Background: an optimization exercise with open tools, aiming at small area, a short achievable clock period and few clock cycles per item. Do not read the settings as production practice.
Where RTL was checked, it was by simulation tests only, not by an equivalence proof against the original.
Function not checked in run 2: the RTL went through the layout flow alone.
Power is estimated from default activity; no workload was simulated.

### design/flow/flow/run.sh
#!/bin/bash
# Own layout flow: the standard flow, with two changes.
#  1. After the standard synthesis, flow/fixpol.py re-chooses the polarity of
#     full-adder and xor cells so fewer inverters sit between them (the
#     netlist's function, registers and ports are unchanged).
#  2. Ports are buffered with buf_2 cells (BUFFER_PORTS_ARGS) instead of the
#     default pick.
# Each tool's full output goes to a log file in this folder.
set -euo pipefail
R=orfs/results/sky130hd/fft_mask_mult_pipe/base
export BUFFER_PORTS_ARGS="-buffer_cell sky130_fd_sc_hd__buf_2"
bash standard.sh synth > synth.log 2>&1
cp $R/1_2_yosys.v 1_2_yosys_standard.v
python3 flow/fixpol.py $R/1_2_yosys.v > fixpol.log 2>&1
rm -f $R/1_synth.odb $R/1_synth.sdc
bash standard.sh synth > synth_odb.log 2>&1
bash standard.sh finish > finish.log 2>&1
### design/flow/flow/fixpol.py
#!/usr/bin/env python3
"""Re-choose the polarity of full-adder cells in a mapped sky130 netlist.

A full adder is self-dual: FA(~a,~b,~c) = (~cout, ~sum).  Synthesis leaves
inverters between adder cells; this pass picks, for each fa cell, whether it
computes the true or the complemented values so that as few inverters as
possible remain, then rewrites the netlist.  Registers, ports and every other
cell are untouched; the logic function is unchanged.
usage: fixpol.py netlist.v  (rewrites it in place)
"""
import re, sys, random

path = sys.argv[1]
src = open(path).read()
m = re.search(r'\bmodule\s+(\S+)\s*\(', src)
lines = src.split('\n')

OUTPINS = {'X', 'Y', 'Q', 'Q_N', 'SUM', 'COUT', 'HI', 'LO'}
cell_re = re.compile(r'^\s*(sky130_fd_sc_hd__\w+)\s+(\S+)\s*\($')
pin_re = re.compile(r'^\s*\.(\w+)\((.*)\),?$')

cells = []      # dict: type, name, pins{pin:net}, start, end (line idx)
i = 0
ports_out = set()
ports_in = set()
while i < len(lines):
    ln = lines[i]
    mm = cell_re.match(ln)
    if mm:
        c = {'type': mm.group(1), 'name': mm.group(2), 'pins': {}, 'start': i}
        j = i + 1
        while not lines[j].strip().startswith(');'):
            pm = pin_re.match(lines[j])
            assert pm, lines[j]
            c['pins'][pm.group(1)] = pm.group(2).strip()
            j += 1
        c['end'] = j
        cells.append(c)
        i = j + 1
        continue
    pm = re.match(r'^\s*output\s+(\[\d+:\d+\]\s+)?(\S+);', ln)
    if pm:
        ports_out.add(pm.group(2))
    pm = re.match(r'^\s*input\s+(\[\d+:\d+\]\s+)?(\S+);', ln)
    if pm:
        ports_in.add(pm.group(2))
    i += 1
assert not any(l.strip().startswith('assign') for l in lines), 'assign statements not handled'

def base(net):
    n = net.strip()
    if n.startswith('\\'):
        n = n.split()[0][1:]
    return re.sub(r'\[\d+\]$', '', n)

def is_port(net):
    return base(net) in ports_out or base(net) in ports_in

def is_inv(c):
    return re.match(r'sky130_fd_sc_hd__(inv|clkinv|clkinvlp)_\d+$', c['type']) is not None

def is_fa(c):
    return re.match(r'sky130_fd_sc_hd__fa_\d+$', c['type']) is not None

driver = {}
for c in cells:
    for p, n in c['pins'].items():
        if p in OUTPINS:
            driver[n] = (c, p)

# removable inverters: output not a port
rem = [c for c in cells if is_inv(c) and not is_port(c['pins']['Y'])]
rem_out = {c['pins']['Y']: c for c in rem}

def root(net):
    par = 0
    while net in rem_out:
        net = rem_out[net]['pins']['A']
        par ^= 1
    return net, par

def is_xor(c):
    return re.match(r'sky130_fd_sc_hd__x(n?)or[23]_\d+$', c['type']) is not None

fas = [c for c in cells if is_fa(c) or is_xor(c)]
for k, c in enumerate(fas):
    c['fid'] = k
    c['xor'] = is_xor(c)
# forbid flipping an FA whose outputs are ports
fixed_fa = set()
def outs(c):
    return [c['pins'][p] for p in ('SUM', 'COUT', 'X', 'Y') if p in c['pins']]
for c in fas:
    if any(is_port(n) for n in outs(c)):
        fixed_fa.add(c['fid'])

# consumers: per root net, list of (cell, pin, parity)
cons = {}
for c in cells:
    if c in rem:
        continue
    for p, n in c['pins'].items():
        if p in OUTPINS:
            continue
        r, par = root(n)
        cons.setdefault(r, []).append((c, p, par))
# output ports consume their net with parity 0 (they are never removable outputs)
drv_fa = {}
for c in fas:
    for n in outs(c):
        drv_fa[n] = c['fid']

f = [0] * len(fas)
touch = {}
for r, lst in cons.items():
    ids = set()
    if r in drv_fa:
        ids.add(drv_fa[r])
    for c, p, par in lst:
        if 'fid' in c:
            ids.add(c['fid'])
    for k in ids:
        touch.setdefault(k, set()).add(r)
for r in drv_fa:
    touch.setdefault(drv_fa[r], set()).add(r)

def cost(r):
    d = f[drv_fa[r]] if r in drv_fa else 0
    for c, p, par in cons.get(r, []):
        if c.get('xor'):
            continue
        need = par ^ (f[c['fid']] if 'fid' in c else 0)
        if need != d:
            return 1
    return 0

before = sum(cost(r) for r in cons)
def descend():
    improved = True
    while improved:
        improved = False
        order = list(range(len(fas)))
        rng.shuffle(order)
        for k in order:
            if k in fixed_fa:
                continue
            rs = touch.get(k, ())
            c0 = sum(cost(r) for r in rs)
            f[k] ^= 1
            c1 = sum(cost(r) for r in rs)
            if c1 < c0 or (c1 == c0 and rng.random() < 0.3 and False):
                improved = True
            else:
                f[k] ^= 1
rng = random.Random(1)
best = None
for trial in range(40):
    if trial:
        # perturb the best solution
        f[:] = best_f
        for k in rng.sample(range(len(fas)), max(1, len(fas) // 8)):
            if k not in fixed_fa:
                f[k] ^= 1
    descend()
    cst = sum(cost(r) for r in cons)
    if best is None or cst < best:
        best, best_f = cst, f[:]
f[:] = best_f
after = sum(cost(r) for r in cons)
print(f'fa cells {len(fas)}, flipped {sum(f)}, removable inverters {len(rem)}, '
      f'inverters needed before {before}, after {after}')

# rebuild
newcells = []
newwires = []
inv_of = {}
def inv_net(r):
    if r not in inv_of:
        nm = f'_fp_{len(inv_of)}_'
        inv_of[r] = nm
        newwires.append(nm)
        ra = r + ' ' if r.startswith('\\') else r
        newcells.append(f'  sky130_fd_sc_hd__inv_1 _fpi_{len(inv_of)}_ (\n    .A({ra}),\n    .Y({nm})\n  );')
    return inv_of[r]
for c in fas:
    c['tflip'] = f[c['fid']] if c['xor'] else 0
for r, lst in cons.items():
    d = f[drv_fa[r]] if r in drv_fa else 0
    for c, p, par in lst:
        if c.get('xor'):
            c['pins'][p] = r
            c['tflip'] ^= par ^ d
            continue
        need = par ^ (f[c['fid']] if 'fid' in c else 0)
        c['pins'][p] = r if need == d else inv_net(r)
for c in fas:
    if c['xor'] and c['tflip']:
        t = c['type']
        c['type'] = t.replace('__xnor', '__xor') if '__xnor' in t else t.replace('__xor', '__xnor')
        if '2_' in c['type']:
            pins = c['pins']
            if 'X' in pins:
                pins['Y'] = pins.pop('X')
            else:
                pins['X'] = pins.pop('Y')
# emit
out = []
skip = set()
for c in rem:
    skip.update(range(c['start'], c['end'] + 1))
dead = set(rem_out.keys())
starts = {c['start']: c for c in cells if c not in rem}
i = 0
while i < len(lines):
    if i in skip:
        i += 1
        continue
    if i in starts:
        c = starts[i]
        out.append(f"  {c['type']} {c['name']} (")
        items = list(c['pins'].items())
        for k, (p, n) in enumerate(items):
            if n.startswith('\\'):
                n = n + ' '
            out.append(f"    .{p}({n})" + (',' if k < len(items) - 1 else ''))
        out.append('  );')
        i = c['end'] + 1
        continue
    ln = lines[i]
    wm = re.match(r'^\s*wire\s+(\S+(?: )?);$', ln)
    if wm and wm.group(1).strip() in {d.strip() for d in dead} and not is_port(wm.group(1)):
        i += 1
        continue
    if ln.strip() == 'endmodule':
        out.extend(newcells)
    out.append(ln)
    if re.match(r'^\s*module\s', ln):
        pass
    i += 1
# declare new wires after the module header's port list
txt = '\n'.join(out)
k = txt.index(');', txt.index('module ')) + 2
txt = txt[:k] + '\n' + ''.join(f'  wire {w};\n' for w in newwires) + txt[k:]
open(path, 'w').write(txt)
### design/flow/standard.sh
#!/bin/bash
# synth_recipe.tcl (not shown) runs the flow's synth.tcl, then flattens the netlist and writes it again
# the make line also repeats each setting of config.mk as NAME=value (left out here)
make -C /OpenROAD-flow-scripts/flow DESIGN_CONFIG=/design/flow/config.mk WORK_HOME=/design/flow/orfs CLKGATE_MAP_FILE= SYNTH_SCRIPT=/design/flow/synth_recipe.tcl "${@:-finish}"
### design/flow/config.mk
export PLATFORM = sky130hd
export DESIGN_NAME = fft_mask_mult_pipe
export DESIGN_NICKNAME = fft_mask_mult_pipe
export VERILOG_FILES = /design/flow/design.v
export SDC_FILE = /design/flow/constraint.sdc
export NUM_CORES = 4
export LEC_CHECK = 0
export ABC_AREA = 1
export CAP_MARGIN = 20
export CORE_MARGIN = 2
export CORE_UTILIZATION = 40
export SETUP_SLACK_MARGIN = 3.8
export SLEW_MARGIN = 20
export TNS_END_PERCENT = 20
### design/flow/constraint.sdc
create_clock -name core_clock -period 7.0 [get_ports {clk_i}]
set_input_delay 1.4000 -clock core_clock [delete_from_list [all_inputs] [get_ports {clk_i}]]
set_output_delay 1.4000 -clock core_clock [all_outputs]
set_load 0.01 [all_outputs]
### design/flow/design.v
module fft_mm_tree (
    input  logic [15:0] x,
    input  logic [7:0]  one,
    input  logic [7:0]  two,
    input  logic [7:0]  neg,
    output logic [21:0] hi_a,
    output logic [21:0] hi_b,
    output logic        lo_c
);
    logic [16:0] xe;
    assign xe = {x[15], x};
    logic pp1;
    logic pp2;
    logic pp3;
    logic pp4;
    logic pp5;
    logic pp6;
    logic pp7;
    logic pp8;
    logic pp9;
    logic pp10;
    logic pp11;
    logic pp12;
    logic pp13;
    logic pp14;
    logic pp15;
    logic pp16;
    logic pp17;
    logic pp18;
    logic pp19;
    logic pp20;
    logic pp21;
    logic pp22;
    logic pp23;
    logic pp24;
    logic pp25;
    logic pp26;
    logic pp27;
    logic pp28;
    logic pp29;
    logic pp30;
    logic pp31;
    logic pp32;
    logic pp33;
    logic pp34;
    logic pp35;
    logic pp36;
    logic pp37;
    logic pp38;
    logic pp39;
    logic pp40;
    logic pp41;
    logic pp42;
    logic pp43;
    logic pp44;
    logic pp45;
    logic pp46;
    logic pp47;
    logic pp48;
    logic pp49;
    logic pp50;
    logic pp51;
    logic pp52;
    logic pp53;
    logic pp54;
    logic pp55;
    logic pp56;
    logic pp57;
    logic pp58;
    logic pp59;
    logic pp60;
    logic pp61;
    logic pp62;
    logic pp63;
    logic pp64;
    logic pp65;
    logic pp66;
    logic pp67;
    logic pp68;
    logic pp69;
    logic pp70;
    logic pp71;
    logic pp72;
    logic pp73;
    logic pp74;
    logic pp75;
    logic pp76;
    logic pp77;
    logic pp78;
    logic pp79;
    logic pp80;
    logic pp81;
    logic pp82;
    logic pp83;
    logic pp84;
    logic pp85;
    logic pp86;
    logic pp87;
    logic pp88;
    logic pp89;
    logic pp90;
    logic pp91;
    logic pp92;
    logic pp93;
    logic pp94;
    logic pp95;
    logic pp96;
    logic pp97;
    logic pp98;
    logic pp99;
    logic pp100;
    logic pp101;
    logic pp102;
    logic pp103;
    logic pp104;
    logic pp105;
    logic pp106;
    logic pp107;
    logic pp108;
    logic pp109;
    logic pp110;
    logic pp111;
    logic pp112;
    logic pp113;
    logic pp114;
    logic pp115;
    logic pp116;
    logic pp117;
    logic pp118;
    logic pp119;
    logic pp120;
    logic pp121;
    logic pp122;
    logic pp123;
    logic pp124;
    logic pp125;
    logic pp126;
    logic pp127;
    logic pp128;
    logic pp129;
    logic pp130;
    logic pp131;
    logic pp132;
    logic pp133;
    logic pp134;
    logic pp135;
    logic pp136;
    logic s137;
    logic c138;
    logic s139;
    logic c140;
    logic s141;
    logic c142;
    logic s143;
    logic c144;
    logic s145;
    logic c146;
    logic s147;
    logic c148;
    logic s149;
    logic c150;
    logic s151;
    logic c152;
    logic s153;
    logic c154;
    logic s155;
    logic c156;
    logic s157;
    logic c158;
    logic s159;
    logic c160;
    logic s161;
    logic c162;
    logic s163;
    logic c164;
    logic s165;
    logic c166;
    logic s167;
    logic c168;
    logic s169;
    logic c170;
    logic s171;
    logic c172;
    logic s173;
    logic c174;
    logic s175;
    logic c176;
    logic s177;
    logic c178;
    logic s179;
    logic c180;
    logic s181;
    logic c182;
    logic s183;
    logic c184;
    logic s185;
    logic c186;
    logic s187;
    logic c188;
    logic s189;
    logic c190;
    logic s191;
    logic c192;
    logic s193;
    logic c194;
    logic s195;
    logic c196;
    logic s197;
    logic c198;
    logic s199;
    logic c200;
    logic s201;
    logic c202;
    logic s203;
    logic c204;
    logic s205;
    logic c206;
    logic s207;
    logic c208;
    logic s209;
    logic c210;
    logic s211;
    logic c212;
    logic s213;
    logic c214;
    logic s215;
    logic c216;
    logic s217;
    logic c218;
    logic s219;
    logic c220;
    logic s221;
    logic c222;
    logic s223;
    logic c224;
    logic s225;
    logic c226;
    logic s227;
    logic c228;
    logic s229;
    logic c230;
    logic s231;
    logic c232;
    logic s233;
    logic c234;
    logic s235;
    logic c236;
    logic s237;
    logic c238;
    logic s239;
    logic c240;
    logic s241;
    logic c242;
    logic s243;
    logic c244;
    logic s245;
    logic c246;
    logic s247;
    logic c248;
    logic s249;
    logic c250;
    logic s251;
    logic c252;
    logic s253;
    logic c254;
    logic s255;
    logic c256;
    logic s257;
    logic c258;
    logic s259;
    logic c260;
    logic s261;
    logic c262;
    logic s263;
    logic c264;
    logic s265;
    logic c266;
    logic s267;
    logic c268;
    logic s269;
    logic c270;
    logic s271;
    logic c272;
    logic s273;
    logic c274;
    logic s275;
    logic c276;
    logic s277;
    logic c278;
    logic s279;
    logic c280;
    logic s281;
    logic c282;
    logic s283;
    logic c284;
    logic s285;
    logic c286;
    logic s287;
    logic c288;
    logic s289;
    logic c290;
    logic s291;
    logic c292;
    logic s293;
    logic c294;
    logic s295;
    logic c296;
    logic s297;
    logic c298;
    logic s299;
    logic c300;
    logic s301;
    logic c302;
    logic s303;
    logic c304;
    logic s305;
    logic c306;
    logic s307;
    logic c308;
    logic s309;
    logic c310;
    logic s311;
    logic c312;
    logic s313;
    logic c314;
    logic s315;
    logic c316;
    logic s317;
    logic c318;
    logic s319;
    logic c320;
    logic s321;
    logic c322;
    logic s323;
    logic c324;
    logic s325;
    logic c326;
    logic s327;
    logic c328;
    logic s329;
    logic c330;
    logic s331;
    logic c332;
    logic s333;
    logic c334;
    logic s335;
    logic c336;
    logic s337;
    logic c338;
    logic s339;
    logic c340;
    logic s341;
    logic c342;
    logic s343;
    logic c344;
    logic s345;
    logic c346;
    logic s347;
    logic c348;
    logic s349;
    logic c350;
    logic s351;
    logic c352;
    logic s353;
    logic c354;
    logic s355;
    logic c356;
    logic s357;
    logic c358;
    logic s359;
    logic c360;
    assign pp1 = (one[0] & xe[0]) ^ neg[0];
    assign pp2 = ((one[0] & xe[1]) | (two[0] & xe[0])) ^ neg[0];
    assign pp3 = ((one[0] & xe[2]) | (two[0] & xe[1])) ^ neg[0];
    assign pp4 = ((one[0] & xe[3]) | (two[0] & xe[2])) ^ neg[0];
    assign pp5 = ((one[0] & xe[4]) | (two[0] & xe[3])) ^ neg[0];
    assign pp6 = ((one[0] & xe[5]) | (two[0] & xe[4])) ^ neg[0];
    assign pp7 = ((one[0] & xe[6]) | (two[0] & xe[5])) ^ neg[0];
    assign pp8 = ((one[0] & xe[7]) | (two[0] & xe[6])) ^ neg[0];
    assign pp9 = ((one[0] & xe[8]) | (two[0] & xe[7])) ^ neg[0];
    assign pp10 = ((one[0] & xe[9]) | (two[0] & xe[8])) ^ neg[0];
    assign pp11 = ((one[0] & xe[10]) | (two[0] & xe[9])) ^ neg[0];
    assign pp12 = ((one[0] & xe[11]) | (two[0] & xe[10])) ^ neg[0];
    assign pp13 = ((one[0] & xe[12]) | (two[0] & xe[11])) ^ neg[0];
    assign pp14 = ((one[0] & xe[13]) | (two[0] & xe[12])) ^ neg[0];
    assign pp15 = ((one[0] & xe[14]) | (two[0] & xe[13])) ^ neg[0];
    assign pp16 = ((one[0] & xe[15]) | (two[0] & xe[14])) ^ neg[0];
    assign pp17 = ~(((one[0] & xe[16]) | (two[0] & xe[15])) ^ neg[0]);
    assign pp18 = (one[1] & xe[0]) ^ neg[1];
    assign pp19 = ((one[1] & xe[1]) | (two[1] & xe[0])) ^ neg[1];
    assign pp20 = ((one[1] & xe[2]) | (two[1] & xe[1])) ^ neg[1];
    assign pp21 = ((one[1] & xe[3]) | (two[1] & xe[2])) ^ neg[1];
    assign pp22 = ((one[1] & xe[4]) | (two[1] & xe[3])) ^ neg[1];
    assign pp23 = ((one[1] & xe[5]) | (two[1] & xe[4])) ^ neg[1];
    assign pp24 = ((one[1] & xe[6]) | (two[1] & xe[5])) ^ neg[1];
    assign pp25 = ((one[1] & xe[7]) | (two[1] & xe[6])) ^ neg[1];
    assign pp26 = ((one[1] & xe[8]) | (two[1] & xe[7])) ^ neg[1];
    assign pp27 = ((one[1] & xe[9]) | (two[1] & xe[8])) ^ neg[1];
    assign pp28 = ((one[1] & xe[10]) | (two[1] & xe[9])) ^ neg[1];
    assign pp29 = ((one[1] & xe[11]) | (two[1] & xe[10])) ^ neg[1];
    assign pp30 = ((one[1] & xe[12]) | (two[1] & xe[11])) ^ neg[1];
    assign pp31 = ((one[1] & xe[13]) | (two[1] & xe[12])) ^ neg[1];
    assign pp32 = ((one[1] & xe[14]) | (two[1] & xe[13])) ^ neg[1];
    assign pp33 = ((one[1] & xe[15]) | (two[1] & xe[14])) ^ neg[1];
    assign pp34 = ~(((one[1] & xe[16]) | (two[1] & xe[15])) ^ neg[1]);
    assign pp35 = (one[2] & xe[0]) ^ neg[2];
    assign pp36 = ((one[2] & xe[1]) | (two[2] & xe[0])) ^ neg[2];
    assign pp37 = ((one[2] & xe[2]) | (two[2] & xe[1])) ^ neg[2];
    assign pp38 = ((one[2] & xe[3]) | (two[2] & xe[2])) ^ neg[2];
    assign pp39 = ((one[2] & xe[4]) | (two[2] & xe[3])) ^ neg[2];
    assign pp40 = ((one[2] & xe[5]) | (two[2] & xe[4])) ^ neg[2];
    assign pp41 = ((one[2] & xe[6]) | (two[2] & xe[5])) ^ neg[2];
    assign pp42 = ((one[2] & xe[7]) | (two[2] & xe[6])) ^ neg[2];
    assign pp43 = ((one[2] & xe[8]) | (two[2] & xe[7])) ^ neg[2];
    assign pp44 = ((one[2] & xe[9]) | (two[2] & xe[8])) ^ neg[2];
    assign pp45 = ((one[2] & xe[10]) | (two[2] & xe[9])) ^ neg[2];
    assign pp46 = ((one[2] & xe[11]) | (two[2] & xe[10])) ^ neg[2];
    assign pp47 = ((one[2] & xe[12]) | (two[2] & xe[11])) ^ neg[2];
    assign pp48 = ((one[2] & xe[13]) | (two[2] & xe[12])) ^ neg[2];
    assign pp49 = ((one[2] & xe[14]) | (two[2] & xe[13])) ^ neg[2];
    assign pp50 = ((one[2] & xe[15]) | (two[2] & xe[14])) ^ neg[2];
    assign pp51 = ~(((one[2] & xe[16]) | (two[2] & xe[15])) ^ neg[2]);
    assign pp52 = (one[3] & xe[0]) ^ neg[3];
    assign pp53 = ((one[3] & xe[1]) | (two[3] & xe[0])) ^ neg[3];
    assign pp54 = ((one[3] & xe[2]) | (two[3] & xe[1])) ^ neg[3];
    assign pp55 = ((one[3] & xe[3]) | (two[3] & xe[2])) ^ neg[3];
    assign pp56 = ((one[3] & xe[4]) | (two[3] & xe[3])) ^ neg[3];
    assign pp57 = ((one[3] & xe[5]) | (two[3] & xe[4])) ^ neg[3];
    assign pp58 = ((one[3] & xe[6]) | (two[3] & xe[5])) ^ neg[3];
    assign pp59 = ((one[3] & xe[7]) | (two[3] & xe[6])) ^ neg[3];
    assign pp60 = ((one[3] & xe[8]) | (two[3] & xe[7])) ^ neg[3];
    assign pp61 = ((one[3] & xe[9]) | (two[3] & xe[8])) ^ neg[3];
    assign pp62 = ((one[3] & xe[10]) | (two[3] & xe[9])) ^ neg[3];
    assign pp63 = ((one[3] & xe[11]) | (two[3] & xe[10])) ^ neg[3];
    assign pp64 = ((one[3] & xe[12]) | (two[3] & xe[11])) ^ neg[3];
    assign pp65 = ((one[3] & xe[13]) | (two[3] & xe[12])) ^ neg[3];
    assign pp66 = ((one[3] & xe[14]) | (two[3] & xe[13])) ^ neg[3];
    assign pp67 = ((one[3] & xe[15]) | (two[3] & xe[14])) ^ neg[3];
    assign pp68 = ~(((one[3] & xe[16]) | (two[3] & xe[15])) ^ neg[3]);
    assign pp69 = (one[4] & xe[0]) ^ neg[4];
    assign pp70 = ((one[4] & xe[1]) | (two[4] & xe[0])) ^ neg[4];
    assign pp71 = ((one[4] & xe[2]) | (two[4] & xe[1])) ^ neg[4];
    assign pp72 = ((one[4] & xe[3]) | (two[4] & xe[2])) ^ neg[4];
    assign pp73 = ((one[4] & xe[4]) | (two[4] & xe[3])) ^ neg[4];
    assign pp74 = ((one[4] & xe[5]) | (two[4] & xe[4])) ^ neg[4];
    assign pp75 = ((one[4] & xe[6]) | (two[4] & xe[5])) ^ neg[4];
    assign pp76 = ((one[4] & xe[7]) | (two[4] & xe[6])) ^ neg[4];
    assign pp77 = ((one[4] & xe[8]) | (two[4] & xe[7])) ^ neg[4];
    assign pp78 = ((one[4] & xe[9]) | (two[4] & xe[8])) ^ neg[4];
    assign pp79 = ((one[4] & xe[10]) | (two[4] & xe[9])) ^ neg[4];
    assign pp80 = ((one[4] & xe[11]) | (two[4] & xe[10])) ^ neg[4];
    assign pp81 = ((one[4] & xe[12]) | (two[4] & xe[11])) ^ neg[4];
    assign pp82 = ((one[4] & xe[13]) | (two[4] & xe[12])) ^ neg[4];
    assign pp83 = ((one[4] & xe[14]) | (two[4] & xe[13])) ^ neg[4];
    assign pp84 = ((one[4] & xe[15]) | (two[4] & xe[14])) ^ neg[4];
    assign pp85 = ~(((one[4] & xe[16]) | (two[4] & xe[15])) ^ neg[4]);
    assign pp86 = (one[5] & xe[0]) ^ neg[5];
    assign pp87 = ((one[5] & xe[1]) | (two[5] & xe[0])) ^ neg[5];
    assign pp88 = ((one[5] & xe[2]) | (two[5] & xe[1])) ^ neg[5];
    assign pp89 = ((one[5] & xe[3]) | (two[5] & xe[2])) ^ neg[5];
    assign pp90 = ((one[5] & xe[4]) | (two[5] & xe[3])) ^ neg[5];
    assign pp91 = ((one[5] & xe[5]) | (two[5] & xe[4])) ^ neg[5];
    assign pp92 = ((one[5] & xe[6]) | (two[5] & xe[5])) ^ neg[5];
    assign pp93 = ((one[5] & xe[7]) | (two[5] & xe[6])) ^ neg[5];
    assign pp94 = ((one[5] & xe[8]) | (two[5] & xe[7])) ^ neg[5];
    assign pp95 = ((one[5] & xe[9]) | (two[5] & xe[8])) ^ neg[5];
    assign pp96 = ((one[5] & xe[10]) | (two[5] & xe[9])) ^ neg[5];
    assign pp97 = ((one[5] & xe[11]) | (two[5] & xe[10])) ^ neg[5];
    assign pp98 = ((one[5] & xe[12]) | (two[5] & xe[11])) ^ neg[5];
    assign pp99 = ((one[5] & xe[13]) | (two[5] & xe[12])) ^ neg[5];
    assign pp100 = ((one[5] & xe[14]) | (two[5] & xe[13])) ^ neg[5];
    assign pp101 = ((one[5] & xe[15]) | (two[5] & xe[14])) ^ neg[5];
    assign pp102 = ~(((one[5] & xe[16]) | (two[5] & xe[15])) ^ neg[5]);
    assign pp103 = (one[6] & xe[0]) ^ neg[6];
    assign pp104 = ((one[6] & xe[1]) | (two[6] & xe[0])) ^ neg[6];
    assign pp105 = ((one[6] & xe[2]) | (two[6] & xe[1])) ^ neg[6];
    assign pp106 = ((one[6] & xe[3]) | (two[6] & xe[2])) ^ neg[6];
    assign pp107 = ((one[6] & xe[4]) | (two[6] & xe[3])) ^ neg[6];
    assign pp108 = ((one[6] & xe[5]) | (two[6] & xe[4])) ^ neg[6];
    assign pp109 = ((one[6] & xe[6]) | (two[6] & xe[5])) ^ neg[6];
    assign pp110 = ((one[6] & xe[7]) | (two[6] & xe[6])) ^ neg[6];
    assign pp111 = ((one[6] & xe[8]) | (two[6] & xe[7])) ^ neg[6];
    assign pp112 = ((one[6] & xe[9]) | (two[6] & xe[8])) ^ neg[6];
    assign pp113 = ((one[6] & xe[10]) | (two[6] & xe[9])) ^ neg[6];
    assign pp114 = ((one[6] & xe[11]) | (two[6] & xe[10])) ^ neg[6];
    assign pp115 = ((one[6] & xe[12]) | (two[6] & xe[11])) ^ neg[6];
    assign pp116 = ((one[6] & xe[13]) | (two[6] & xe[12])) ^ neg[6];
    assign pp117 = ((one[6] & xe[14]) | (two[6] & xe[13])) ^ neg[6];
    assign pp118 = ((one[6] & xe[15]) | (two[6] & xe[14])) ^ neg[6];
    assign pp119 = ~(((one[6] & xe[16]) | (two[6] & xe[15])) ^ neg[6]);
    assign pp120 = (one[7] & xe[0]) ^ neg[7];
    assign pp121 = ((one[7] & xe[1]) | (two[7] & xe[0])) ^ neg[7];
    assign pp122 = ((one[7] & xe[2]) | (two[7] & xe[1])) ^ neg[7];
    assign pp123 = ((one[7] & xe[3]) | (two[7] & xe[2])) ^ neg[7];
    assign pp124 = ((one[7] & xe[4]) | (two[7] & xe[3])) ^ neg[7];
    assign pp125 = ((one[7] & xe[5]) | (two[7] & xe[4])) ^ neg[7];
    assign pp126 = ((one[7] & xe[6]) | (two[7] & xe[5])) ^ neg[7];
    assign pp127 = ((one[7] & xe[7]) | (two[7] & xe[6])) ^ neg[7];
    assign pp128 = ((one[7] & xe[8]) | (two[7] & xe[7])) ^ neg[7];
    assign pp129 = ((one[7] & xe[9]) | (two[7] & xe[8])) ^ neg[7];
    assign pp130 = ((one[7] & xe[10]) | (two[7] & xe[9])) ^ neg[7];
    assign pp131 = ((one[7] & xe[11]) | (two[7] & xe[10])) ^ neg[7];
    assign pp132 = ((one[7] & xe[12]) | (two[7] & xe[11])) ^ neg[7];
    assign pp133 = ((one[7] & xe[13]) | (two[7] & xe[12])) ^ neg[7];
    assign pp134 = ((one[7] & xe[14]) | (two[7] & xe[13])) ^ neg[7];
    assign pp135 = ((one[7] & xe[15]) | (two[7] & xe[14])) ^ neg[7];
    assign pp136 = ~(((one[7] & xe[16]) | (two[7] & xe[15])) ^ neg[7]);
    assign s137 = neg[5] ^ pp11;
    assign c138 = neg[5] & pp11;
    assign s139 = pp12 ^ pp27;
    assign c140 = pp12 & pp27;
    assign s141 = neg[6] ^ pp103 ^ pp13;
    assign c142 = (neg[6] & pp103) | (neg[6] & pp13) | (pp103 & pp13);
    assign s143 = pp28 ^ pp43;
    assign c144 = pp28 & pp43;
    assign s145 = pp104 ^ pp14 ^ pp29;
    assign c146 = (pp104 & pp14) | (pp104 & pp29) | (pp14 & pp29);
    assign s147 = pp44 ^ pp59;
    assign c148 = pp44 & pp59;
    assign s149 = ~neg[7] ^ pp105 ^ pp120;
    assign c150 = (~neg[7] & pp105) | (~neg[7] & pp120) | (pp105 & pp120);
    assign s151 = pp15 ^ pp30 ^ pp45;
    assign c152 = (pp15 & pp30) | (pp15 & pp45) | (pp30 & pp45);
    assign s153 = pp60 ^ pp75;
    assign c154 = pp60 & pp75;
    assign s155 = neg[7] ^ pp106 ^ pp121;
    assign c156 = (neg[7] & pp106) | (neg[7] & pp121) | (pp106 & pp121);
    assign s157 = pp16 ^ pp31 ^ pp46;
    assign c158 = (pp16 & pp31) | (pp16 & pp46) | (pp31 & pp46);
    assign s159 = pp61 ^ pp76 ^ pp91;
    assign c160 = (pp61 & pp76) | (pp61 & pp91) | (pp76 & pp91);
    assign s161 = 1'b1 ^ pp107 ^ pp122;
    assign c162 = (1'b1 & pp107) | (1'b1 & pp122) | (pp107 & pp122);
    assign s163 = pp17 ^ pp32 ^ pp47;
    assign c164 = (pp17 & pp32) | (pp17 & pp47) | (pp32 & pp47);
    assign s165 = pp62 ^ pp77 ^ pp92;
    assign c166 = (pp62 & pp77) | (pp62 & pp92) | (pp77 & pp92);
    assign s167 = 1'b1 ^ pp108 ^ pp123;
    assign c168 = (1'b1 & pp108) | (1'b1 & pp123) | (pp108 & pp123);
    assign s169 = pp33 ^ pp48 ^ pp63;
    assign c170 = (pp33 & pp48) | (pp33 & pp63) | (pp48 & pp63);
    assign s171 = pp78 ^ pp93;
    assign c172 = pp78 & pp93;
    assign s173 = pp109 ^ pp124 ^ pp34;
    assign c174 = (pp109 & pp124) | (pp109 & pp34) | (pp124 & pp34);
    assign s175 = pp49 ^ pp64 ^ pp79;
    assign c176 = (pp49 & pp64) | (pp49 & pp79) | (pp64 & pp79);
    assign s177 = 1'b1 ^ pp110 ^ pp125;
    assign c178 = (1'b1 & pp110) | (1'b1 & pp125) | (pp110 & pp125);
    assign s179 = pp50 ^ pp65;
    assign c180 = pp50 & pp65;
    assign s181 = pp111 ^ pp126 ^ pp51;
    assign c182 = (pp111 & pp126) | (pp111 & pp51) | (pp126 & pp51);
    assign s183 = 1'b1 ^ pp112;
    assign c184 = 1'b1 & pp112;
    assign s185 = neg[3] ^ pp22;
    assign c186 = neg[3] & pp22;
    assign s187 = pp23 ^ pp38;
    assign c188 = pp23 & pp38;
    assign s189 = neg[4] ^ pp24 ^ pp39;
    assign c190 = (neg[4] & pp24) | (neg[4] & pp39) | (pp24 & pp39);
    assign s191 = pp54 ^ pp69;
    assign c192 = pp54 & pp69;
    assign s193 = pp10 ^ pp25 ^ pp40;
    assign c194 = (pp10 & pp25) | (pp10 & pp40) | (pp25 & pp40);
    assign s195 = pp55 ^ pp70;
    assign c196 = pp55 & pp70;
    assign s197 = pp26 ^ pp41 ^ pp56;
    assign c198 = (pp26 & pp41) | (pp26 & pp56) | (pp41 & pp56);
    assign s199 = pp71 ^ pp86 ^ s137;
    assign c200 = (pp71 & pp86) | (pp71 & s137) | (pp86 & s137);
    assign s201 = pp42 ^ pp57 ^ pp72;
    assign c202 = (pp42 & pp57) | (pp42 & pp72) | (pp57 & pp72);
    assign s203 = pp87 ^ c138 ^ s139;
    assign c204 = (pp87 & c138) | (pp87 & s139) | (c138 & s139);
    assign s205 = pp58 ^ pp73 ^ pp88;
    assign c206 = (pp58 & pp73) | (pp58 & pp88) | (pp73 & pp88);
    assign s207 = c140 ^ s143 ^ s141;
    assign c208 = (c140 & s143) | (c140 & s141) | (s143 & s141);
    assign s209 = pp74 ^ pp89 ^ c144;
    assign c210 = (pp74 & pp89) | (pp74 & c144) | (pp89 & c144);
    assign s211 = s147 ^ c142 ^ s145;
    assign c212 = (s147 & c142) | (s147 & s145) | (c142 & s145);
    assign s213 = pp90 ^ c148 ^ s153;
    assign c214 = (pp90 & c148) | (pp90 & s153) | (c148 & s153);
    assign s215 = c146 ^ s149 ^ s151;
    assign c216 = (c146 & s149) | (c146 & s151) | (s149 & s151);
    assign s217 = c154 ^ c150 ^ c152;
    assign c218 = (c154 & c150) | (c154 & c152) | (c150 & c152);
    assign s219 = s155 ^ s157 ^ s159;
    assign c220 = (s155 & s157) | (s155 & s159) | (s157 & s159);
    assign s221 = c156 ^ c158 ^ c160;
    assign c222 = (c156 & c158) | (c156 & c160) | (c158 & c160);
    assign s223 = s161 ^ s163 ^ s165;
    assign c224 = (s161 & s163) | (s161 & s165) | (s163 & s165);
    assign s225 = s171 ^ c162 ^ c164;
    assign c226 = (s171 & c162) | (s171 & c164) | (c162 & c164);
    assign s227 = c166 ^ s167 ^ s169;
    assign c228 = (c166 & s167) | (c166 & s169) | (s167 & s169);
    assign s229 = pp94 ^ c172 ^ c168;
    assign c230 = (pp94 & c172) | (pp94 & c168) | (c172 & c168);
    assign s231 = c170 ^ s173 ^ s175;
    assign c232 = (c170 & s173) | (c170 & s175) | (s173 & s175);
    assign s233 = pp80 ^ pp95 ^ s179;
    assign c234 = (pp80 & pp95) | (pp80 & s179) | (pp95 & s179);
    assign s235 = c174 ^ c176 ^ s177;
    assign c236 = (c174 & c176) | (c174 & s177) | (c176 & s177);
    assign s237 = pp66 ^ pp81 ^ pp96;
    assign c238 = (pp66 & pp81) | (pp66 & pp96) | (pp81 & pp96);
    assign s239 = c180 ^ c178 ^ s181;
    assign c240 = (c180 & c178) | (c180 & s181) | (c178 & s181);
    assign s241 = pp127 ^ pp67 ^ pp82;
    assign c242 = (pp127 & pp67) | (pp127 & pp82) | (pp67 & pp82);
    assign s243 = pp97 ^ s183 ^ c182;
    assign c244 = (pp97 & s183) | (pp97 & c182) | (s183 & c182);
    assign s245 = pp113 ^ pp128 ^ pp68;
    assign c246 = (pp113 & pp128) | (pp113 & pp68) | (pp128 & pp68);
    assign s247 = pp83 ^ pp98 ^ c184;
    assign c248 = (pp83 & pp98) | (pp83 & c184) | (pp98 & c184);
    assign s249 = 1'b1 ^ pp114 ^ pp129;
    assign c250 = (1'b1 & pp114) | (1'b1 & pp129) | (pp114 & pp129);
    assign s251 = pp84 ^ pp99;
    assign c252 = pp84 & pp99;
    assign s253 = pp100 ^ pp115 ^ pp130;
    assign c254 = (pp100 & pp115) | (pp100 & pp130) | (pp115 & pp130);
    assign s255 = 1'b1 ^ pp101;
    assign c256 = 1'b1 & pp101;
    assign s257 = neg[2] ^ pp20;
    assign c258 = neg[2] & pp20;
    assign s259 = pp21 ^ pp36;
    assign c260 = pp21 & pp36;
    assign s261 = pp37 ^ pp52 ^ pp7;
    assign c262 = (pp37 & pp52) | (pp37 & pp7) | (pp52 & pp7);
    assign s263 = pp53 ^ pp8 ^ c186;
    assign c264 = (pp53 & pp8) | (pp53 & c186) | (pp8 & c186);
    assign s265 = pp9 ^ c188 ^ s191;
    assign c266 = (pp9 & c188) | (pp9 & s191) | (c188 & s191);
    assign s267 = c192 ^ s195 ^ c190;
    assign c268 = (c192 & s195) | (c192 & c190) | (s195 & c190);
    assign s269 = c196 ^ c194 ^ s197;
    assign c270 = (c196 & c194) | (c196 & s197) | (c194 & s197);
    assign s271 = c198 ^ s201 ^ c200;
    assign c272 = (c198 & s201) | (c198 & c200) | (s201 & c200);
    assign s273 = c202 ^ s205 ^ c204;
    assign c274 = (c202 & s205) | (c202 & c204) | (s205 & c204);
    assign s275 = c206 ^ s209 ^ c208;
    assign c276 = (c206 & s209) | (c206 & c208) | (s209 & c208);
    assign s277 = c210 ^ s213 ^ c212;
    assign c278 = (c210 & s213) | (c210 & c212) | (s213 & c212);
    assign s279 = c214 ^ c216 ^ s217;
    assign c280 = (c214 & c216) | (c214 & s217) | (c216 & s217);
    assign s281 = c218 ^ c220 ^ s221;
    assign c282 = (c218 & c220) | (c218 & s221) | (c220 & s221);
    assign s283 = c222 ^ c224 ^ s225;
    assign c284 = (c222 & c224) | (c222 & s225) | (c224 & s225);
    assign s285 = c226 ^ c228 ^ s229;
    assign c286 = (c226 & c228) | (c226 & s229) | (c228 & s229);
    assign s287 = s233 ^ c230 ^ c232;
    assign c288 = (s233 & c230) | (s233 & c232) | (c230 & c232);
    assign s289 = s237 ^ c234 ^ c236;
    assign c290 = (s237 & c234) | (s237 & c236) | (c234 & c236);
    assign s291 = c238 ^ s241 ^ c240;
    assign c292 = (c238 & s241) | (c238 & c240) | (s241 & c240);
    assign s293 = c242 ^ s245 ^ s247;
    assign c294 = (c242 & s245) | (c242 & s247) | (s245 & s247);
    assign s295 = s251 ^ c246 ^ s249;
    assign c296 = (s251 & c246) | (s251 & s249) | (c246 & s249);
    assign s297 = pp85 ^ c252 ^ c250;
    assign c298 = (pp85 & c252) | (pp85 & c250) | (c252 & c250);
    assign s299 = pp116 ^ pp131 ^ s255;
    assign c300 = (pp116 & pp131) | (pp116 & s255) | (pp131 & s255);
    assign s301 = pp102 ^ pp117 ^ pp132;
    assign c302 = (pp102 & pp117) | (pp102 & pp132) | (pp117 & pp132);
    assign s303 = 1'b1 ^ pp118;
    assign c304 = 1'b1 & pp118;
    assign s305 = neg[1] ^ pp18;
    assign c306 = neg[1] & pp18;
    assign s307 = pp19 ^ pp4;
    assign c308 = pp19 & pp4;
    assign s309 = pp35 ^ pp5 ^ s257;
    assign c310 = (pp35 & pp5) | (pp35 & s257) | (pp5 & s257);
    assign s311 = pp6 ^ c258 ^ s259;
    assign c312 = (pp6 & c258) | (pp6 & s259) | (c258 & s259);
    assign s313 = c260 ^ s185 ^ s261;
    assign c314 = (c260 & s185) | (c260 & s261) | (s185 & s261);
    assign s315 = s187 ^ c262 ^ s263;
    assign c316 = (s187 & c262) | (s187 & s263) | (c262 & s263);
    assign s317 = s189 ^ c264 ^ s265;
    assign c318 = (s189 & c264) | (s189 & s265) | (c264 & s265);
    assign s319 = s193 ^ c266 ^ s267;
    assign c320 = (s193 & c266) | (s193 & s267) | (c266 & s267);
    assign s321 = s199 ^ c268 ^ s269;
    assign c322 = (s199 & c268) | (s199 & s269) | (c268 & s269);
    assign s323 = s203 ^ c270 ^ s271;
    assign c324 = (s203 & c270) | (s203 & s271) | (c270 & s271);
    assign s325 = s207 ^ c272 ^ s273;
    assign c326 = (s207 & c272) | (s207 & s273) | (c272 & s273);
    assign s327 = s211 ^ c274 ^ s275;
    assign c328 = (s211 & c274) | (s211 & s275) | (c274 & s275);
    assign s329 = s215 ^ c276 ^ s277;
    assign c330 = (s215 & c276) | (s215 & s277) | (c276 & s277);
    assign s331 = s219 ^ c278 ^ s279;
    assign c332 = (s219 & c278) | (s219 & s279) | (c278 & s279);
    assign s333 = s223 ^ c280 ^ s281;
    assign c334 = (s223 & c280) | (s223 & s281) | (c280 & s281);
    assign s335 = s227 ^ c282 ^ s283;
    assign c336 = (s227 & c282) | (s227 & s283) | (c282 & s283);
    assign s337 = s231 ^ c284 ^ s285;
    assign c338 = (s231 & c284) | (s231 & s285) | (c284 & s285);
    assign s339 = s235 ^ c286 ^ s287;
    assign c340 = (s235 & c286) | (s235 & s287) | (c286 & s287);
    assign s341 = s239 ^ c288 ^ s289;
    assign c342 = (s239 & c288) | (s239 & s289) | (c288 & s289);
    assign s343 = s243 ^ c290 ^ s291;
    assign c344 = (s243 & c290) | (s243 & s291) | (c290 & s291);
    assign s345 = c244 ^ s293 ^ c292;
    assign c346 = (c244 & s293) | (c244 & c292) | (s293 & c292);
    assign s347 = c248 ^ s295 ^ c294;
    assign c348 = (c248 & s295) | (c248 & c294) | (s295 & c294);
    assign s349 = s253 ^ c296 ^ s297;
    assign c350 = (s253 & c296) | (s253 & s297) | (c296 & s297);
    assign s351 = c254 ^ s299 ^ c298;
    assign c352 = (c254 & s299) | (c254 & c298) | (s299 & c298);
    assign s353 = c256 ^ s301 ^ c300;
    assign c354 = (c256 & s301) | (c256 & c300) | (s301 & c300);
    assign s355 = pp133 ^ s303 ^ c302;
    assign c356 = (pp133 & s303) | (pp133 & c302) | (s303 & c302);
    assign s357 = pp119 ^ pp134 ^ c304;
    assign c358 = (pp119 & pp134) | (pp119 & c304) | (pp134 & c304);
    assign s359 = 1'b1 ^ pp135;
    assign c360 = 1'b1 & pp135;
    logic [30:0] ra, rb;
    logic [9:0] lo_sum;
    assign ra = {pp136, s359, s357, s355, s353, c350, s349, s347, c344, c342, c340, c338, c336, c334, c332, c330, c328, c326, c324, c322, c320, c318, c316, c314, c312, c310, c308, c306, pp3, pp2, neg[0]};
    assign rb = {c360, c358, c356, c354, c352, s351, c348, c346, s345, s343, s341, s339, s337, s335, s333, s331, s329, s327, s325, s323, s321, s319, s317, s315, s313, s311, s309, s307, s305, 1'b0, pp1};
    assign lo_sum = {1'b0, ra[8:0]} + {1'b0, rb[8:0]};
    assign lo_c = lo_sum[9];
    assign hi_a = ra[30:9];
    assign hi_b = rb[30:9];
endmodule
module fft_mask_mult_pipe (
    input  logic               clk_i,
    input  logic               rst_i,
    input  logic               clr_i,
    input  logic               in_valid_i,
    output logic               in_ready_o,
    input  logic signed [15:0] in_re_i,
    input  logic signed [15:0] in_im_i,
    input  logic signed [15:0] mask_i,
    input  logic               in_last_i,
    output logic               out_valid_o,
    input  logic               out_ready_i,
    output logic signed [15:0] out_re_o,
    output logic signed [15:0] out_im_o,
    output logic [8:0]         out_bin_o,
    output logic               out_last_o,
    output logic               sat_o,
    output logic               frame_err_o
);
    logic        en, accept, last_v;
    logic [8:0]  cnt_q, cnt_d, cnt_inc;
    logic        ferr_q, ferr_d, sat_q, sat_d;
    assign en         = !last_v || out_ready_i;
    assign in_ready_o = en;
    assign accept     = in_valid_i && en;
    assign cnt_inc = cnt_q[8] ? 9'd0 : cnt_q + 9'd1;
    always_comb begin
        cnt_d  = cnt_q;
        ferr_d = ferr_q;
        if (accept) begin
            if (clr_i) begin
                cnt_d = 9'd1;
            end else if (in_last_i && !cnt_q[8]) begin
                ferr_d = 1'b1;
                cnt_d  = 9'd0;
            end else begin
                if (!in_last_i && cnt_q[8]) ferr_d = 1'b1;
                cnt_d = cnt_inc;
            end
        end else if (clr_i) begin
            cnt_d = 9'd0;
        end
        if (clr_i) ferr_d = 1'b0;
    end
    logic        fi_m, fi_re, fi_im;
    assign fi_m  = (mask_i == 16'h8000);
    assign fi_re = fi_m && (in_re_i == 16'h8000);
    assign fi_im = fi_m && (in_im_i == 16'h8000);
    logic [7:0] i_one, i_two, i_neg;
    logic [16:0] i_mext;
    assign i_mext = {mask_i, 1'b0};
    always_comb begin
        for (int i = 0; i < 8; i++) begin
            i_one[i] = i_mext[2*i+1] ^ i_mext[2*i];
            i_two[i] = (i_mext[2*i+2] & ~i_mext[2*i+1] & ~i_mext[2*i]) |
                        (~i_mext[2*i+2] & i_mext[2*i+1] & i_mext[2*i]);
            i_neg[i] = i_mext[2*i+2];
        end
    end
    logic        a_v_q, a_z_q, a_ovf_q;
    logic [15:0] a_re_q, a_im_q;
    logic [7:0]  a_one_q, a_two_q, a_neg_q;
    always_ff @(posedge clk_i) begin
        if (en) begin
            a_re_q  <= {in_re_i[15:1], in_re_i[0] | fi_re};
            a_im_q  <= {in_im_i[15:1], in_im_i[0] | fi_im};
            a_ovf_q <= fi_re || fi_im;
            a_z_q   <= clr_i || (cnt_q == 9'd0);
            a_one_q <= i_one;
            a_two_q <= i_two;
            a_neg_q <= i_neg;
        end
    end
    logic [7:0] t_one, t_two, t_neg;
    assign t_one = a_one_q;
    assign t_two = a_two_q;
    assign t_neg = a_neg_q;
    logic [21:0] re_ha, re_hb, im_ha, im_hb;
    logic        re_lc, im_lc;
    fft_mm_tree u_re (.x(a_re_q), .one(t_one), .two(t_two), .neg(t_neg),
                      .hi_a(re_ha), .hi_b(re_hb), .lo_c(re_lc));
    fft_mm_tree u_im (.x(a_im_q), .one(t_one), .two(t_two), .neg(t_neg),
                      .hi_a(im_ha), .hi_b(im_hb), .lo_c(im_lc));
    logic [21:0] b_re_a, b_re_b, b_im_a, b_im_b;
    logic        b_re_c, b_im_c, b_v_q, b_z_q, b_ovf_q;
    always_ff @(posedge clk_i) begin
        if (en) begin
            b_re_a  <= re_ha;
            b_re_b  <= re_hb;
            b_re_c  <= re_lc;
            b_im_a  <= im_ha;
            b_im_b  <= im_hb;
            b_im_c  <= im_lc;
            b_ovf_q <= a_ovf_q;
            b_z_q   <= a_z_q;
        end
    end
    logic [21:0] s_re, s_im;
    logic [15:0] r_re, r_im;
    assign s_re = b_re_a + b_re_b + {21'd0, b_re_c};
    assign s_im = b_im_a + b_im_b + {21'd0, b_im_c};
    assign r_re = s_re[21:6];
    assign r_im = s_im[21:6];
    logic [15:0] o_re_q, o_im_q;
    logic [8:0]  o_bin_q;
    logic        o_v_q;
    always_ff @(posedge clk_i) begin
        if (en) begin
            o_re_q <= r_re;
            o_im_q <= r_im;
        end
        if (en && b_v_q) begin
            o_bin_q <= b_z_q ? 9'd0 : (o_bin_q[8] ? 9'd0 : o_bin_q + 9'd1);
        end
    end
    assign last_v      = o_v_q;
    assign out_re_o    = o_re_q;
    assign out_im_o    = o_im_q;
    assign out_bin_o   = o_bin_q;
    assign out_last_o  = o_bin_q[8];
    always_comb begin
        sat_d = sat_q;
        if (en && b_v_q && b_ovf_q) sat_d = 1'b1;
        if (clr_i) sat_d = 1'b0;
    end
    always_ff @(posedge clk_i or posedge rst_i) begin
        if (rst_i) begin
            a_v_q <= 1'b0;
            b_v_q <= 1'b0;
            o_v_q <= 1'b0;
            cnt_q  <= 9'd0;
            ferr_q <= 1'b0;
            sat_q  <= 1'b0;
        end else begin
            if (en) begin
                a_v_q <= in_valid_i;
                b_v_q <= a_v_q;
                o_v_q <= b_v_q;
            end
            cnt_q  <= cnt_d;
            ferr_q <= ferr_d;
            sat_q  <= sat_d;
        end
    end
    assign out_valid_o = last_v;
    assign sat_o       = sat_q;
    assign frame_err_o = ferr_q;
endmodule
==> impl_metrics.csv, run 1 <==
group,metric,value,unit
outcome,status,"no timing/DRC/antenna violations",
synth,yosys_warnings,1,
placement,dpl.cell_count,2489,
die,start_util,40.67,%
die,ios,100,
job,drv_cap,0,
clocking,cts_root_buffer,"clkbuf_16",
placement,placed_cell_area,0.01952,mm^2
finish,final_cell_area,0.02279,mm^2
timing,fin_setup_tns,0,ns
clocking,htreeDepth,1,
global_route,globalRoute.totalOverflow,0,
global_route,antenna_found_initial,0,
die,die_x,219.3,um
clocking,clockBufferDepth,3,
synth,syn-cell-area,0.01854,mm^2
global_route,gr-usage-all-layers,22.79,%
synth,syn_nets,2190,
synth,syn_area_per_cell,9.923,um^2
timing,tightestPinTransition,0.8126,ns
timing,final-setup-viol-count,0,
power_and_ir_drop,power,12.97,mW
drt,wl_per_cell,20.46,um
finish,mostFrequentLayoutCell,"nand2_1",
global_route,grt_pass1_vias,15050,
setup_path,cpMostUsedCell,"fa_1",
power_and_ir_drop,ir_drop,0.2607,mV
setup_path,cp_cell_sequence,"clkinvlp_4, buf_12, buf_4, o22ai_1, xor2_1, ha_1, fa_1, fa_1, fa_1",
setup_path,arrival,3.75,ns
drt,drtPass1Iterations,6,
finish,area_delta_synth_final,22.94,%
clocking,cts_tree,"done",
drt,drc,0,
global_route,grt_pass1_wl,84.53,mm
drt,totalWireLength,55.58,mm
setup_path,slowest_stage,"fa_1",
finish,layout_common_cells,"244 x nand2_1, 206 x o22ai_1, 199 x xor2_1, 191 x edfxtp_1, 156 x buf_4",
timing,post-route-period-util,49.14,%
die,die_y,219.3,um
drt,drt-initial-drc-count,1787,
finish,drive_gt1_share,22.54,%
synth,synth_cells,1868,
placement,place.gp.congestion,0.9253,
die,core-area,0.04558,mm^2
drt,ant_nets,0,
timing,finalCriticalPeriod,3.440,ns
timing,hold_slack,0.4228,ns
setup_path,required,7.31,ns
clocking,clkSinkCount,205,
placement,portBuffers,99,
finish,final_nets,2418,
global_route,grt_max_degree,64,
setup_path,crit_type,"flip-flop to flip-flop",
setup_path,startpoint_type,"flip-flop",
die,rows,78,
setup_path,crit_fanout,7,
placement,dp_hpwl,36.55,mm
power_and_ir_drop,p_leak,9.498,nW
timing,rsz0062_at_grt,"true",
finish,n_antenna_cell,0,
drt,dr_total_vias,15200,
power_and_ir_drop,power_per_cell_area,569.0,mW/mm^2
setup_path,slowest_delay,0.57,ns
timing,finClkSkew,0.03243,ns
clocking,cts_buffers,26,
setup_path,end_kind,"flip-flop",
clocking,holdBufCountCts,0,
finish,instances_no_fill,2716,
setup_path,regToRegSetupSlack,3.56,ns
timing,hold_viol,0,
drt,viasPerCell,5.598,
timing,drv_slew,0,
clocking,cts.clk_slew.worst_paths,0.06,ns
die,dieArea,0.04808,mm^2
timing,clock.fmax,0.2907,GHz
min_path,holdCritPathClass,"flip-flop to flip-flop",
timing,slew_headroom,45.83,%
clocking,worst_skew_pair.late_latency,0.58,ns
==> power by group <==
part / switching, mW / internal, mW / total, mW
clock network: 0.561 / 0.810 / 1.37
registers: 0.208 / 2.58 / 2.79
logic: 5.10 / 3.70 / 8.81
==> per-stage QoR <==
step / setup WS, ns / util [%]
final: 3.560 / 50.00
after CTS: 3.637 / 48.16
after detailed placement: 3.125 / 42.83
after floorplan: 3.717 / -
after global placement: 3.085 / 42.77
after global routing: 3.484 / 50.00
==> metal layers <==
metal,track usage [%],vias to the layer above,share of wire (%)
met5,0,-,0
met4,9.009,0,4.2
met3,4.380,180,9.4
met2,35.38,873,44
met1,31.40,7266,42
li1,-,6884,-
==> sequential cells by signal, indices dropped and copies added, names as in the netlist, 16 cells and up <==
name    cells
b_im_a     22
b_re_a     22
o_im_q     16
b_im_b     22
b_re_b     22
a_im_q     16
o_re_q     16
a_re_q     16
==> worst max-delay path: cells and delay by family (launching register included) <==
family / cells / cell delay, ns
compound gates: 1 / 0.25
buf+inv: 3 / 0.53
flops: 1 / 0.45
xor+xnor: 1 / 0.19
fa+ha+maj: 4 / 1.73
==> what timing repair did <==
item | 4_1_cts | 5_1_grt
setup endpoints to repair | 58 | 54
hold endpoints to repair | 0 | 0
pin swaps | 29 | 28
setup buffers | 105 | 67
cloned | 5 | 2
gates resized for setup | 149 | 43
==> path summary, 6_finish.rpt <==
check / from / cells after the start / to
worst max register to register: a_one_q[3]$_DFFE_PN_ / 9 / b_re_b[10]$_DFFE_PN_
worst max-delay path: a_one_q[3]$_DFFE_PN_ / 9 / b_re_b[10]$_DFFE_PN_
worst min register to register: a_z_q$_DFFE_PN_ / 0 / b_z_q$_DFFE_PN_
min in group asynchronous: rst_i / 2 / cnt_q[7]$_DFFE_PP0P_
max in group asynchronous: rst_i / 2 / o_v_q$_DFFE_PP0N_
worst min-delay path: a_z_q$_DFFE_PN_ / 0 / b_z_q$_DFFE_PN_
==> cell type report <==
cell class,instances,area [um^2]
Clock buffer,30,675.6
Clock inverter,18,206.4
Fill cell,4049,22790
Inverter,195,918.4
Multi-Input combinational cell,1365,11630
Sequential cell,205,6086
Tap cell,600,750.7
Timing Repair Buffer,299,2490
Timing Repair inverter,4,28.78
Testbench counts, summed over its fixed seeds: cycles 32,920, items 32,896.
==> run 2: changes to the inputs <==
--- a/design/flow/design.v
+++ b/design/flow/design.v
@@ -5,7 +5,7 @@
     input  logic [7:0]  neg,
     output logic [21:0] hi_a,
     output logic [21:0] hi_b,
-    output logic        lo_c
+    output logic [0:0]  lo_c
 );
     logic [16:0] xe;
     assign xe = {x[15], x};
@@ -734,7 +734,7 @@
     assign ra = {pp136, s359, s357, s355, s353, c350, s349, s347, c344, c342, c340, c338, c336, c334, c332, c330, c328, c326, c324, c322, c320, c318, c316, c314, c312, c310, c308, c306, pp3, pp2, neg[0]};
     assign rb = {c360, c358, c356, c354, c352, s351, c348, c346, s345, s343, s341, s339, s337, s335, s333, s331, s329, s327, s325, s323, s321, s319, s317, s315, s313, s311, s309, s307, s305, 1'b0, pp1};
     assign lo_sum = {1'b0, ra[8:0]} + {1'b0, rb[8:0]};
-    assign lo_c = lo_sum[9];
+    assign lo_c = lo_sum[9:9];
     assign hi_a = ra[30:9];
     assign hi_b = rb[30:9];
 endmodule
@@ -815,21 +815,26 @@
     assign t_one = a_one_q;
     assign t_two = a_two_q;
     assign t_neg = a_neg_q;
-    logic [21:0] re_ha, re_hb, im_ha, im_hb;
-    logic        re_lc, im_lc;
+    logic [21:0] re_ha, re_hb, re_hc, im_ha, im_hb, im_hc;
+    logic [0:0] re_lc, im_lc;
+    assign re_hc = '0;
+    assign im_hc = '0;
     fft_mm_tree u_re (.x(a_re_q), .one(t_one), .two(t_two), .neg(t_neg),
                       .hi_a(re_ha), .hi_b(re_hb), .lo_c(re_lc));
     fft_mm_tree u_im (.x(a_im_q), .one(t_one), .two(t_two), .neg(t_neg),
                       .hi_a(im_ha), .hi_b(im_hb), .lo_c(im_lc));
-    logic [21:0] b_re_a, b_re_b, b_im_a, b_im_b;
-    logic        b_re_c, b_im_c, b_v_q, b_z_q, b_ovf_q;
+    logic [21:0] b_re_a, b_re_b, b_re_x, b_im_a, b_im_b, b_im_x;
+    logic [0:0] b_re_c, b_im_c;
+    logic        b_v_q, b_z_q, b_ovf_q;
     always_ff @(posedge clk_i) begin
         if (en) begin
             b_re_a  <= re_ha;
             b_re_b  <= re_hb;
+            b_re_x  <= re_hc;
             b_re_c  <= re_lc;
             b_im_a  <= im_ha;
             b_im_b  <= im_hb;
+            b_im_x  <= im_hc;
             b_im_c  <= im_lc;
             b_ovf_q <= a_ovf_q;
             b_z_q   <= a_z_q;
@@ -837,8 +842,8 @@
     end
     logic [21:0] s_re, s_im;
     logic [15:0] r_re, r_im;
-    assign s_re = b_re_a + b_re_b + {21'd0, b_re_c};
-    assign s_im = b_im_a + b_im_b + {21'd0, b_im_c};
+    assign s_re = b_re_a + b_re_b + b_re_x + {21'd0, b_re_c};
+    assign s_im = b_im_a + b_im_b + b_im_x + {21'd0, b_im_c};
     assign r_re = s_re[21:6];
     assign r_im = s_im[21:6];
     logic [15:0] o_re_q, o_im_q;
--- a/design/flow/config.mk
+++ b/design/flow/config.mk
@@ -9,6 +9,6 @@
 export CAP_MARGIN = 20
 export CORE_MARGIN = 2
 export CORE_UTILIZATION = 40
-export SETUP_SLACK_MARGIN = 3.8
+export SETUP_SLACK_MARGIN = 3.5
 export SLEW_MARGIN = 20
 export TNS_END_PERCENT = 20
==> run 2 against run 1 <==
  * Global-route usage is 1.2 points lower
  * Utilization fell by 2.5 points
  * Critical path type unchanged
  * Clock skew is 0.013 ns lower
  * Count of clock-buffer cells in the layout down 2
  * Sequential power about the same
  * First-iteration DRC count decreased by 27%
  * Sequential share of layout area rose by 1.4 points
  * Largest cell class unchanged
  * Design area decreased by 5.0%
  * Largest power group unchanged
  * Worst setup slack got worse by 0.080 ns
  * Still clean
  * Worst hold slack about the same
  * Die area about the same
==> impl_metrics.csv, run 2 <==
group,metric,value,unit
global_route,grt_pass1_vias,14560,
clocking,cts_tree,"done",
timing,fin_setup_tns,0,ns
clocking,worst_skew_pair.late_latency,0.57,ns
min_path,min_delay_path_depth,0,
setup_path,rr_startpoint,"a_neg_q[2]$_DFFE_PN_",
die,rows,78,
setup_path,end_kind,"flip-flop",
finish,instances_no_fill,2660,
synth,syn_nets,2190,
setup_path,rr_worst_depth,7,
setup_path,slowest_stage,"fa_1",
finish,final_nets,2363,
finish,drive_gt1_share,17.14,%
die,core-area,0.04558,mm^2
synth,synth_cells,1868,
die,dieArea,0.04807,mm^2
die,ios,100,
global_route,antenna_found_initial,0,
timing,final-setup-viol-count,0,
timing,post-route-period-util,50.28,%
synth,syn_area_per_cell,9.921,um^2
clocking,cts_buffers,26,
min_path,min-delay-start,"a_ovf_q$_DFFE_PN_",
global_route,globalRoute.totalOverflow,0,
clocking,holdBufCountCts,0,
setup_path,cpMostUsedCell,"fa_1",
drt,totalWireLength,52.58,mm
timing,slew_headroom,44.87,%
power_and_ir_drop,p_leak,9.040,nW
setup_path,cp_cell_sequence,"clkbuf_8, clkinvlp_4, xnor2_1, fa_1, fa_1, fa_1, fa_1",
die,die_x,219.3,um
setup_path,crit_fanout,27,
drt,drtPass1Iterations,8,
drt,wl_per_cell,19.77,um
global_route,use_met1,30.31,%
drt,viasPerCell,5.548,
timing,hold_viol,0,
global_route,grt_max_degree,66,
clocking,clockBufferDepth,3,
setup_path,arrival,3.81,ns
synth,syn-cell-area,0.01853,mm^2
setup_path,regToRegSetupSlack,3.48,ns
drt,drt-initial-drc-count,1298,
setup_path,slowest_delay,0.52,ns
timing,finalCriticalPeriod,3.520,ns
setup_path,startpoint_type,"flip-flop",
clocking,cts.clk_slew.worst_paths,0.06,ns
die,die_y,219.3,um
timing,hold_slack,0.4231,ns
setup_path,crit_type,"flip-flop to flip-flop",
placement,portBuffers,99,
job,drv_cap,0,
placement,dpl.cell_count,2489,
min_path,hold_end,"b_ovf_q$_DFFE_PN_",
clocking,clkSinkCount,205,
finish,n_antenna_cell,0,
global_route,grt_pass1_wl,81.12,mm
global_route,gr-usage-all-layers,21.55,%
finish,layout_common_cells,"244 x nand2_1, 235 x o22ai_1, 204 x xor2_1, 191 x edfxtp_1, 169 x fa_1",
power_and_ir_drop,ir_drop,0.2401,mV
finish,mostFrequentLayoutCell,"nand2_1",
global_route,use_met2,33.12,%
timing,tightestPinTransition,0.8240,ns
global_route,grtUsageMet3,3.382,%
setup_path,required,7.29,ns
placement,place.gp.congestion,0.9237,
min_path,holdCritPathClass,"flip-flop to flip-flop",
clocking,cts_root_buffer,"clkbuf_16",
drt,drc,0,
timing,clock.fmax,0.2841,GHz
setup_path,reg2reg_to,"b_im_b[12]$_DFFE_PN_",
die,start_util,40.66,%
placement,dp_hpwl,36.90,mm
drt,dr_total_vias,14760,
clocking,htreeDepth,1,
drt,ant_nets,0,
finish,area_delta_synth_final,16.86,%
synth,yosys_warnings,1,
timing,finClkSkew,0.01923,ns
outcome,status,"no timing/DRC/antenna violations",
global_route,busiest_layer,"met2",
timing,rsz0062_at_grt,"true",
timing,drv_slew,0,
power_and_ir_drop,power_per_cell_area,581.5,mW/mm^2
run 2: changes by cell type in the layout (fill, tap and decap cells not counted), sizes merged:
cell	previous run	this run
clkinvlp	47	44
buf	296	244
clkbuf	32	29
bufbuf	1	0
clkinv	11	13
inv	156	157
run 2: cell type report:
cell class	count	area, um^2
multi-input cells	1365	11250
flip-flops and latches	205	6086
clock buffers	28	658.1
repair inverters	3	30.03
repair buffers	245	1774
inverters	195	912.1
clock inverters	19	192.7
fillers	4208	23920
well taps	600	750.7
run 2: worst max-delay path by stage:
stage / start / to / slack (ns)
after floorplan: a_neg_q[4]$_DFFE_PN_ / b_im_b[8]$_DFFE_PN_ / 3.65
after global placement: a_neg_q[6]$_DFFE_PN_ / b_im_b[10]$_DFFE_PN_ / 3.13
after detailed placement: a_neg_q[6]$_DFFE_PN_ / b_im_b[10]$_DFFE_PN_ / 3.05
after CTS: a_two_q[0]$_DFFE_PN_ / b_im_b[5]$_DFFE_PN_ / 3.39
after global routing: a_one_q[1]$_DFFE_PN_ / b_re_c$_DFFE_PN_ / 3.44
final: a_neg_q[2]$_DFFE_PN_ / b_im_b[12]$_DFFE_PN_ / 3.48
run 2: per-layer routing:
layer,vias to the layer above,part of all wire (%)
li1,6760,-
met2,746,44
met5,-,0
met1,7088,43
met3,165,8.0
met4,0,4.4
run 2: critical path, delay by kind of cell (launching register included):
family	cells	cell delay, ns
fa+ha+maj	4	1.87
buf+inv	2	0.58
xor+xnor	1	0.43
flops	1	0.34
run 2: power breakdown:
group / total [mW] / leakage, nW / switching (mW) / internal [mW]
logic: 8.48 / 6.51 / 4.99 / 3.50
registers: 2.78 / 2.13 / 0.198 / 2.58
clock network: 1.33 / 0.404 / 0.541 / 0.790
total: 12.6 / 9.04 / 5.72 / 6.87
run 2: what timing repair did:
action | in CTS | in global routing
cloned | 1 | 2
setup endpoints to repair | 48 | 40
resized for setup | 22 | 57
setup buffers | 35 | 86
hold endpoints to repair | 0 | 0
pin swaps | 0 | 8
run 2: metrics by stage:
stage          instance area, um^2  power, mW  util, %  setup WS (ns)
2_1_floorplan                18550      8.603        -          3.647
3_3_place_gp                 19500      10.80    42.78          3.133
3_5_place_dp                 19500      11.03    42.78          3.050
4_1_cts                      20750      12.51    45.53          3.388
5_1_grt                      21660      13.90    47.52          3.444
6_report                     21660      12.59    47.52          3.480

==> static timing again, ports no longer ideal <==
Ports are ideal in the flow. The routed layouts listed here were re-timed in OpenROAD.
Step 1, drivers: a clkbuf_16 drives clk_i and a buf_2 each remaining input, both assumed.
Step 2 times the ports against the registers' clock, not the clock port: input delays grow and output delays shrink by t, the midpoint of the rising clock arrivals with the driver on.
a / b / c = no drivers / after step 1 / after step 2; a / b = the first two.
| run | shift t [ns] | setup slack, ns | hold slack, ns | worst setup path at the end | slew at the worst register clock pin (ns) |
|---|---|---|---|---|---|
| run 1 | 0.621 | 3.560 / 3.560 / 3.560 | 0.423 / 0.423 / 0.423 | register to register | 0.07 / 0.07 |
| run 2 | 0.617 | 3.480 / 3.480 / 3.480 | 0.423 / 0.423 / 0.423 | register to register | 0.07 / 0.07 |
After both steps setup and hold are still met in every run listed.
